Source: an optimization exercise on an open RTL-to-GDS flow (aim: small area, a short achievable clock period and few clock cycles). Production flows keep margins and buffers that such runs may drop.
In this exercise RTL edits were held to simulation tests only and were not proved equivalent to the original.
No activity file was given, so power comes from the tool's default toggle rates.

== the baseline ==
==> flow/design.v <==
package fcrla_pkg;
	localparam int MAX_SAMPLES = 4096;
	localparam int SAMPLE_BITS = 16;
	localparam int LANES    = 4;
	localparam int AVG_W    = 16;
	localparam int COUNT_W  = 13;
	localparam int TIME_W   = 32;
	localparam int IVAL_W   = 16;
	localparam int TALLY_W  = $clog2(MAX_SAMPLES + 1);          
	localparam int TRIPLE_W = TALLY_W + 1;                      
	localparam int SUM_W    = SAMPLE_BITS + $clog2(MAX_SAMPLES);  
	localparam int REM_W    = SUM_W - AVG_W;                    
	localparam int STEPS    = AVG_W / 2;                        
	localparam int CNT_W    = $clog2(STEPS);
	localparam int IN_W     = 104;
	localparam int OUT_W    = 80;
	localparam logic [IVAL_W-1:0] EMIT_INTERVAL_RESET = IVAL_W'(1000);
endpackage
module fcrla_lane (
	input  logic                              clk,
	input  logic                              acc_zero,  
	input  logic                              add,
	input  logic [fcrla_pkg::SAMPLE_BITS-1:0] sample,
	input  logic                              follow,    
	input  logic                              step,
	input  logic [fcrla_pkg::TALLY_W-1:0]     d1,        
	input  logic [fcrla_pkg::TRIPLE_W-1:0]    d3,        
	output logic [fcrla_pkg::AVG_W-1:0]       avg
);
	localparam int SW = fcrla_pkg::SUM_W;
	localparam int RW = fcrla_pkg::REM_W;
	localparam int AW = fcrla_pkg::AVG_W;
	logic [SW-1:0]   acc_q;
	logic [AW:0]     lo_sum;
	logic [SW-AW-1:0] hi_inc;
	logic [SW-1:0]   acc_sum;
	logic [SW-1:0]   acc_d;
	logic [SW-1:0]   div_q;
	logic [RW+1:0]   r4;
	logic [RW+2:0]   s1, s2, s3;
	logic [RW-1:0]   rem;
	logic [1:0]      qd;
	assign lo_sum  = {1'b0, acc_q[AW-1:0]} + {1'b0, sample};
	assign hi_inc  = acc_q[SW-1:AW] + (SW-AW)'(1);
	assign acc_sum = {lo_sum[AW] ? hi_inc : acc_q[SW-1:AW], lo_sum[AW-1:0]};
	always_comb begin
		unique case ({acc_zero, add})
			2'b00: acc_d = acc_q;
			2'b01: acc_d = acc_sum;
			2'b10: acc_d = '0;
			2'b11: acc_d = SW'(sample);
		endcase
	end
	always_ff @(posedge clk) begin
		acc_q <= acc_d;
	end
	assign r4 = div_q[SW-1:AW-2];
	assign s1 = {1'b0, r4} - (RW+3)'(d1);
	assign s2 = {1'b0, r4} - (RW+3)'({d1, 1'b0});
	assign s3 = {1'b0, r4} - (RW+3)'(d3);
	always_comb begin
		if (!s3[RW+2]) begin
			qd  = 2'd3;
			rem = s3[RW-1:0];
		end else if (!s2[RW+2]) begin
			qd  = 2'd2;
			rem = s2[RW-1:0];
		end else if (!s1[RW+2]) begin
			qd  = 2'd1;
			rem = s1[RW-1:0];
		end else begin
			qd  = 2'd0;
			rem = r4[RW-1:0];
		end
	end
	always_ff @(posedge clk) begin
		if (follow) begin
			div_q <= acc_d;
		end else if (step) begin
			div_q <= {rem, div_q[AW-3:0], qd};
		end
	end
	assign avg = div_q[AW-1:0];
endmodule
module four_channel_rate_limited_averager_top (
	input  logic                          clk,
	input  logic                          arst_n,
	input  logic                          s_tvalid,
	output logic                          s_tready,
	input  logic [fcrla_pkg::IN_W-1:0]    s_tdata,
	input  logic [1:0]                    s_tuser,
	output logic                          m_tvalid,
	input  logic                          m_tready,
	output logic [fcrla_pkg::OUT_W-1:0]   m_tdata,
	input  logic                          cfg_we,
	input  logic [fcrla_pkg::IVAL_W-1:0]  cfg_data
);
	localparam int TW = fcrla_pkg::TALLY_W;
	localparam int XW = fcrla_pkg::TRIPLE_W;
	localparam int HW = fcrla_pkg::TIME_W / 2;
	logic [fcrla_pkg::IVAL_W-1:0] ival_q;
	logic                         cfgd_q;    
	logic                         stream_q;
	logic [2*HW-1:0]              last_q;
	logic [HW:0]                  end_q;     
	logic [2*HW-1:0]              cand_last_q;  
	logic [HW:0]                  cand_end_q;   
	logic                         take_last_q;  
	logic                         take_end_q;   
	logic [2*HW-1:0]              last_v;
	logic [HW:0]                  end_v;
	logic [TW-1:0]                tally_q;
	logic [XW-1:0]                triple_q;  
	logic                         ready_q;
	logic                         pend_q;    
	logic                         busy_q;    
	logic                         valid_q;   
	logic [fcrla_pkg::CNT_W-1:0]  cnt_q;
	logic [TW-1:0]                count_q;   
	logic [XW-1:0]                count3_q;
	logic                         accept;
	logic                         start;
	logic                         smp;
	logic [HW-1:0]                now_lo, now_hi, last_hi1;
	logic                         borrow;
	logic                         lt_end;
	logic                         in_window;
	logic                         hi_zero;
	logic                         emit;
	logic                         div_free;
	logic                         load;
	logic                         zero;
	logic                         add;
	logic                         done;
	logic                         busy_d, valid_d, pend_d, free_d;
	logic [TW-1:0]                tally_d, tally_inc;
	logic [XW-1:0]                triple_d, triple_inc;
	logic [HW-1:0]                cand_hi1, kept_hi1;
	logic                         cmd_smp, smp_ok;
	logic [HW:0]                  end_sum;
	logic [fcrla_pkg::AVG_W-1:0]  avg [fcrla_pkg::LANES];
	assign now_lo   = s_tdata[1 +: HW];
	assign now_hi   = s_tdata[1 + HW +: HW];
	assign div_free = !busy_q && !valid_q;
	assign load     = pend_q && div_free;
	assign s_tready = ready_q;
	assign accept   = s_tvalid && ready_q;
	assign cmd_smp  = s_tvalid && (s_tuser == 2'd0) && s_tdata[0];
	assign smp_ok   = ready_q && stream_q;
	assign start    = s_tvalid && (s_tuser == 2'd1) && ready_q;
	assign smp      = cmd_smp && smp_ok;
	assign zero     = load || start;
	assign add      = cmd_smp && smp_ok && (load || !tally_q[TW-1]);
	assign tally_inc  = tally_q + TW'(1);
	assign triple_inc = triple_q + XW'(3);
	assign tally_d    = zero ? TW'(add) : (add ? tally_inc : tally_q);
	assign triple_d   = zero ? (add ? XW'(3) : '0) : (add ? triple_inc : triple_q);
	assign last_v    = take_last_q ? cand_last_q : last_q;
	assign end_v     = take_end_q ? cand_end_q : end_q;
	assign last_hi1  = take_last_q ? cand_hi1 : kept_hi1;
	assign cand_hi1  = cand_last_q[2*HW-1:HW] + HW'(1);
	assign kept_hi1  = last_q[2*HW-1:HW] + HW'(1);
	assign borrow    = now_lo < last_v[HW-1:0];
	assign lt_end    = now_lo < end_v[HW-1:0];
	assign in_window = end_v[HW] ? (!borrow || lt_end) : (!borrow && lt_end);
	assign hi_zero   = borrow ? (now_hi == last_hi1) : (now_hi == last_v[2*HW-1:HW]);
	assign emit      = smp && hi_zero && in_window ? 1'b0 : smp;
	assign end_sum  = (cfgd_q ? {1'b0, last_v[HW-1:0]} : {1'b0, now_lo}) + (HW+1)'(ival_q);
	assign done    = busy_q && cnt_q == fcrla_pkg::CNT_W'(fcrla_pkg::STEPS - 1);
	assign busy_d  = load || (busy_q && !done);
	assign valid_d = done || (valid_q && !m_tready);
	assign free_d  = !busy_d && !valid_d;
	assign pend_d  = emit || (pend_q && !div_free);
	genvar g;
	generate
		for (g = 0; g < fcrla_pkg::LANES; g++) begin : g_lane
			fcrla_lane u_lane (
				.clk      (clk),
				.acc_zero (zero),
				.add      (add),
				.sample   (s_tdata[33 + 16*g +: fcrla_pkg::SAMPLE_BITS]),
				.follow   (free_d),
				.step     (load || busy_q),
				.d1       (count_q),
				.d3       (count3_q),
				.avg      (avg[g])
			);
		end
	endgenerate
	always_ff @(posedge clk) begin
		tally_q  <= tally_d;
		triple_q <= triple_d;
		if (free_d) begin
			count_q  <= tally_d;
			count3_q <= triple_d;
		end
		if (load) begin
			cnt_q <= fcrla_pkg::CNT_W'(1);
		end else if (busy_q) begin
			cnt_q <= cnt_q + fcrla_pkg::CNT_W'(1);
		end
	end
	always_ff @(posedge clk or negedge arst_n) begin
		if (!arst_n) begin
			ival_q <= fcrla_pkg::EMIT_INTERVAL_RESET;
			cfgd_q <= 1'b0;
		end else begin
			cfgd_q <= cfg_we;
			if (cfg_we) begin
				ival_q <= cfg_data;
			end
		end
	end
	always_ff @(posedge clk or negedge arst_n) begin
		if (!arst_n) begin
			stream_q <= 1'b0;
		end else if (accept && s_tuser == 2'd1) begin
			stream_q <= 1'b1;
		end else if (accept && s_tuser == 2'd2) begin
			stream_q <= 1'b0;
		end
	end
	always_ff @(posedge clk) begin
		cand_last_q <= {now_hi, now_lo};
		cand_end_q  <= end_sum;
	end
	always_ff @(posedge clk or negedge arst_n) begin
		if (!arst_n) begin
			last_q      <= '0;
			end_q       <= (HW+1)'(fcrla_pkg::EMIT_INTERVAL_RESET);
			take_last_q <= 1'b0;
			take_end_q  <= 1'b0;
		end else begin
			last_q      <= last_v;
			end_q       <= end_v;
			take_last_q <= emit;
			take_end_q  <= emit || cfgd_q;
		end
	end
	always_ff @(posedge clk or negedge arst_n) begin
		if (!arst_n) begin
			ready_q <= 1'b1;
			pend_q  <= 1'b0;
			busy_q  <= 1'b0;
			valid_q <= 1'b0;
		end else begin
			ready_q <= !cfg_we && !(pend_d && !free_d);
			pend_q  <= pend_d;
			busy_q  <= busy_d;
			valid_q <= valid_d;
		end
	end
	assign m_tvalid = valid_q;
	assign m_tdata  = {3'b000, count_q, avg[3], avg[2], avg[1], avg[0]};
endmodule
Settings: LEC_CHECK=0, ABC_AREA=1, CAP_MARGIN=20, CORE_MARGIN=2, CORE_UTILIZATION=40, CTS_CLUSTER_DIAMETER=100, CTS_CLUSTER_SIZE=24, SETUP_SLACK_MARGIN=2.5, SLEW_MARGIN=20; clock period 5.5 ns.
run.sh (not shown) runs the stock make flow with config.mk's settings and CLKGATE_MAP_FILE= SYNTH_SCRIPT=/design/flow/synth_recipe.tcl, a recipe that flattens the netlist after the stock synthesis.
The final layout from the baseline, which completed every stage, passed the timing, design-rule and antenna checks at the end of the flow.
Testbench counts of the baseline, summed over its fixed seeds: cycles 15,879.
[inputs] the candidate vs the baseline
Settings: a change of SETUP_SLACK_MARGIN from 2.5 to 2.8.
==> flow/flow/run.sh (new file) <==
#!/bin/bash
# The standard layout (the standard.sh: standard synthesis, floorplan, placement, CTS,
# routing), except that the port buffers placement inserts are plain buffers
# (sky130_fd_sc_hd__buf_1) instead of the delay cell ORFS picks by default. Every input and
# output port still gets its own buffer; resizing may upsize it later.
set -euo pipefail
export BUFFER_PORTS_ARGS="-buffer_cell sky130_fd_sc_hd__buf_1"
bash standard.sh finish > standard.log 2>&1
==> flow/standard.sh (new file) <==
#!/bin/bash
# synth_recipe.tcl (not shown) runs the flow's synth.tcl, then flattens the netlist and writes it again
# the make line also repeats each setting of config.mk as NAME=value (left out here)
make -C /OpenROAD-flow-scripts/flow DESIGN_CONFIG=/design/flow/config.mk WORK_HOME=/design/flow/orfs CLKGATE_MAP_FILE= SYNTH_SCRIPT=/design/flow/synth_recipe.tcl "${@:-finish}"
removed: flow/run.sh
==> comparison <==
- The met2 track utilization from global routing number comes out lower for the candidate vs the baseline.
- Side by side, via density per instance turned out higher in the candidate than in the baseline.
- Between the candidate and the baseline, the difference in cell area is negligible.
- Delta (the candidate minus the baseline): post-detailed-placement half-perimeter wirelength decreased by about 0.5% relative to the old numbers; placer's final routability congestion estimate picked up an extra about 2%.
- Compare the candidate and the baseline | path depth of the worst reg2reg path lower: the baseline
- NOTE: post-detailed-routing wire length in the candidate exceeds that of the baseline
- The maximum clock frequency of the candidate is higher than that of the baseline.
- Taking the candidate as 1.0, the baseline lands at 0.862 on non-clock buffer count.
- | number of logic stages on the critical path including buffering | lower: the baseline |


## build 80
// four_channel_rate_limited_averager_top: RTL as listed in full above, without the edits since
clock: 5.5 ns
lec_check: 0
abc_area: 1
cap_margin: 20
core_margin: 2
core_utilization: 40
cts_cluster_diameter: 100
cts_cluster_size: 24
setup_slack_margin: 2.35
slew_margin: 20
standard.sh (not shown) runs the stock make flow with config.mk's settings and CLKGATE_MAP_FILE= SYNTH_SCRIPT=/design/flow/synth_recipe.tcl, a recipe that flattens the netlist after the stock synthesis.
==> flow/flow/run.sh <==
#!/bin/bash
# The standard layout (the standard.sh: standard synthesis, floorplan, placement, CTS,
# routing), except that the port buffers placement inserts are plain buffers
# (sky130_fd_sc_hd__buf_1) instead of the delay cell ORFS picks by default. Every input and
# output port still gets its own buffer; resizing may upsize it later.
set -euo pipefail
export BUFFER_PORTS_ARGS="-buffer_cell sky130_fd_sc_hd__buf_1"
bash standard.sh finish > standard.log 2>&1
Build 80: all stages complete, timing, DRC and antenna checks passed
Testbench counts of build 80, summed over its fixed seeds: cycles 15,879.
--- input diff build 80..build 57 ---
Settings: SETUP_SLACK_MARGIN changed from 2.35 to 2.65.
[summary]
- Total global routing track utilization: build 57 and build 80 compared, lower one is build 80
- | worst hold slack | lower: build 80 |
- On clock transition time at the flip-flop clock pins of the worst setup and hold paths, build 57 tracks build 80 almost exactly.
Modified inputs, build 63 compared to build 57
Settings: an added TNS_END_PERCENT of 0; a change of SETUP_SLACK_MARGIN from 2.65 to 2.5.
### Flow results
Build 57 ended up with fa_2 as its highest-delay cell along the critical path; build 63 ended up with fa_1.
Combinational fraction of design power, build 57 and build 63: smaller value in build 63
Post-CTS resize count shrinks by more than half when moving from build 57 to build 63.
In build 63, the post-layout instance area came out 11% below the value in build 57.
Sort build 57 and build 63 by final critical-path required period desc -> top: build 63
Build 63 vs build 57: clock distribution power down by a few percent
Going from build 57 to build 63, setup slack shrinks by 0.021 ns.
The following lists how build 36 was set up differently from build 63:
Settings: SLEW_MARGIN: 20 -> 5; CAP_MARGIN: 20 -> 5; TNS_END_PERCENT: 0 -> unset.
--- outcome ---
Build 36 | status: complete | timing, DRC, antenna: pass
From build 63 to build 36 the numbers moved as follows: final area went up about 5%, via count went up 533, worst endpoint data arrival time went down 0.15 ns.
Taking build 63 over build 36, the clock-buffer cell count ratio works out to 0.914.
Number of filler cells placed in the layout for build 36: 152 down relative to build 63
The post-CTS setup repair buffer count of build 36 exceeds that of build 63 by 35.
Number of vias per cell after detailed routing grows slightly when moving from build 63 to build 36.
[inputs] build 24 vs build 36
Settings: changing CAP_MARGIN from 5 to 20; setting PLACE_DENSITY to 0.75 for the first time; changing CORE_UTILIZATION from 40 to 55; changing SLEW_MARGIN from 5 to 20.
[summary]
- Build 36 -> build 24: part of the Yosys area used for sequential elements delta 0, exact match
- [compare] base=build 36 new=build 24: number of buffers inserted to repair setup after CTS now smaller, final critical delay including setup and external delays now larger.
- Of the two values seen for class of the tightest hold or removal check, in -> async was produced by build 36 and reg -> reg by build 24.
- Relative to build 36, power per unit of standard cell area has gone up in build 24.
- From build 24 to build 36, number of design rule violations left after detail routing did not move at all.
- First-pass GRT wire length delta (build 24 − build 36): favourable
- Re largest driver fanout on the critical path: build 36 was lower than build 24.
- STATUS internal power consumption: build 24 loses against build 36
- Build 24 vs. build 36: total core area went down by 27%.
- Row total power of the final layout: build 24 higher / build 36 lower
- Average wire length per cell after detail routing, build 36 and build 24: higher on build 24


build 96:
RTL: the design.v shown in full above, as it stands there.
clock: 5.5 ns
lec_check: 0
abc_area: 1
cap_margin: 20
core_margin: 2
core_utilization: 40
cts_cluster_diameter: 100
cts_cluster_size: 24
setup_slack_margin: 2.8
slew_margin: 20
tns_end_percent: 5
Scripts as last shown in full above: flow/flow/run.sh
Testbench counts of build 96, summed over its fixed seeds: cycles 15,879.
The inputs of build 72 differ from those of build 96 as listed below.
Settings: swapping 2.8 for 2.2 in SETUP_SLACK_MARGIN; clearing TNS_END_PERCENT, which used to be 5.
==> run notes <==
Delta (build 72 minus build 96): wire length saw a decrease; hold-fix buffer count after cts saw little to no change; largest stage delay on the critical path saw a decrease; utilization after layout saw a decrease; filler cell count in the final layout saw an increase.
What build 76 does differently from build 72 at the input level:
Settings: SETUP_SLACK_MARGIN changed from 2.2 to 2.5; ABC_AREA removed (was 1).
### Flow results
Build 76 reports its largest family of logic cells by synthesized area as compound AO/OA/AOI/OAI gates while build 72 reports simple AND/OR/NAND/NOR gates.
Build 76 vs. build 72: compound-gate portion of the synthesized area grew by 1.2 points, worst hold slack grew by 0.14 ns.
Compared with build 72, build 76 shows a detailed-placement wirelength estimate that is 2.2% lower.
Taking build 72 as the reference, in build 76 sequential fraction of total cell area lower; count of inverters other than clock inverters in the layout lower; setup slack lower; sequential power lower.
What build 85 does differently from build 76 at the input level:
Settings: setting ABC_AREA to 1 for the first time; setting GPL_ROUTABILITY_DRIVEN to 0 for the first time.
Findings:
Main combinational cell family by area after synthesis: compound AO/OA/AOI/OAI gates -> build 76, simple AND/OR/NAND/NOR gates -> build 85
Post-synthesis to final-layout area growth (higher): build 76
| post-route total power | build 85 vs build 76 | 1.9% lower |
The first-pass GRT wire length reported for build 85 is smaller than that of build 76 by 2.3%.
Of build 85 and build 76, the lower summed area of non-filler cells in the final layout belongs to build 85.
Looking at clock skew, build 85 sits 0.0091 ns above build 76.
#### Input delta (build 34 over build 85)
Settings: a deleted GPL_ROUTABILITY_DRIVEN that had been 0; an added TNS_END_PERCENT of 30.
### Flow results
Between build 85 and build 34, the flow reports total CTS buffers increasing by more than 10%. Summary — worst hold margin, build 34 relative to build 85: higher, by 0.065 ns. Diff build 85 -> build 34: critical path depth now smaller, end-of-flow core utilization climbed 0.26 points. Looking at endpoint of the worst setup timing path, the g_lane[0].u_lane.div_q[27]$_DFFE_PP_ result is from build 85; the g_lane[2].u_lane.div_q[17]$_DFFE_PP_ one comes from build 34.

[separate check: timing with driven ports]
No port has a modelled driver above. Below, the same layouts with a new extraction and two added sets of constraints. Step 1, drivers: a clkbuf_16 drives clk and a buf_2 each remaining input, both assumed. Step 2, shift: input delay + t, output delay - t, t = (earliest + latest rising clock arrival at the registers) / 2. This alone moves slack from input paths to output paths. a / b / c = ideal / step 1 / step 2; a / b = the first two.
run | t (ns) | setup WS [ns] | pins driven straight from the clock port
the baseline | 0.648 | 2.372 / 2.416 / 1.768 | 1
the candidate | 0.664 | 2.410 / 2.410 / 1.928 | 1
build 80 | 0.646 | 2.394 / 2.394 / 1.891 | 1
build 57 | 0.675 | 2.454 / 2.407 / 1.731 | 1
build 63 | 0.657 | 2.433 / 2.433 / 1.831 | 1
build 36 | 0.631 | 2.521 / 2.521 / 1.977 | 1
build 24 | 0.623 | 2.446 / 2.446 / 1.963 | 1
build 96 | 0.670 | 2.561 / 2.561 / 1.965 | 1
build 72 | 0.648 | 2.329 / 2.329 / 1.756 | 1
build 76 | 0.633 | 1.838 / 1.838 / 1.442 | 1
build 85 | 0.631 | 2.521 / 2.521 / 1.977 | 1
build 34 | 0.671 | 2.530 / 2.530 / 1.954 | 1
After both steps every run listed still meets setup and hold. The setup slack of build 57, which loses most, moves by -0.047 ns with the drivers and by -0.723 ns with both steps.
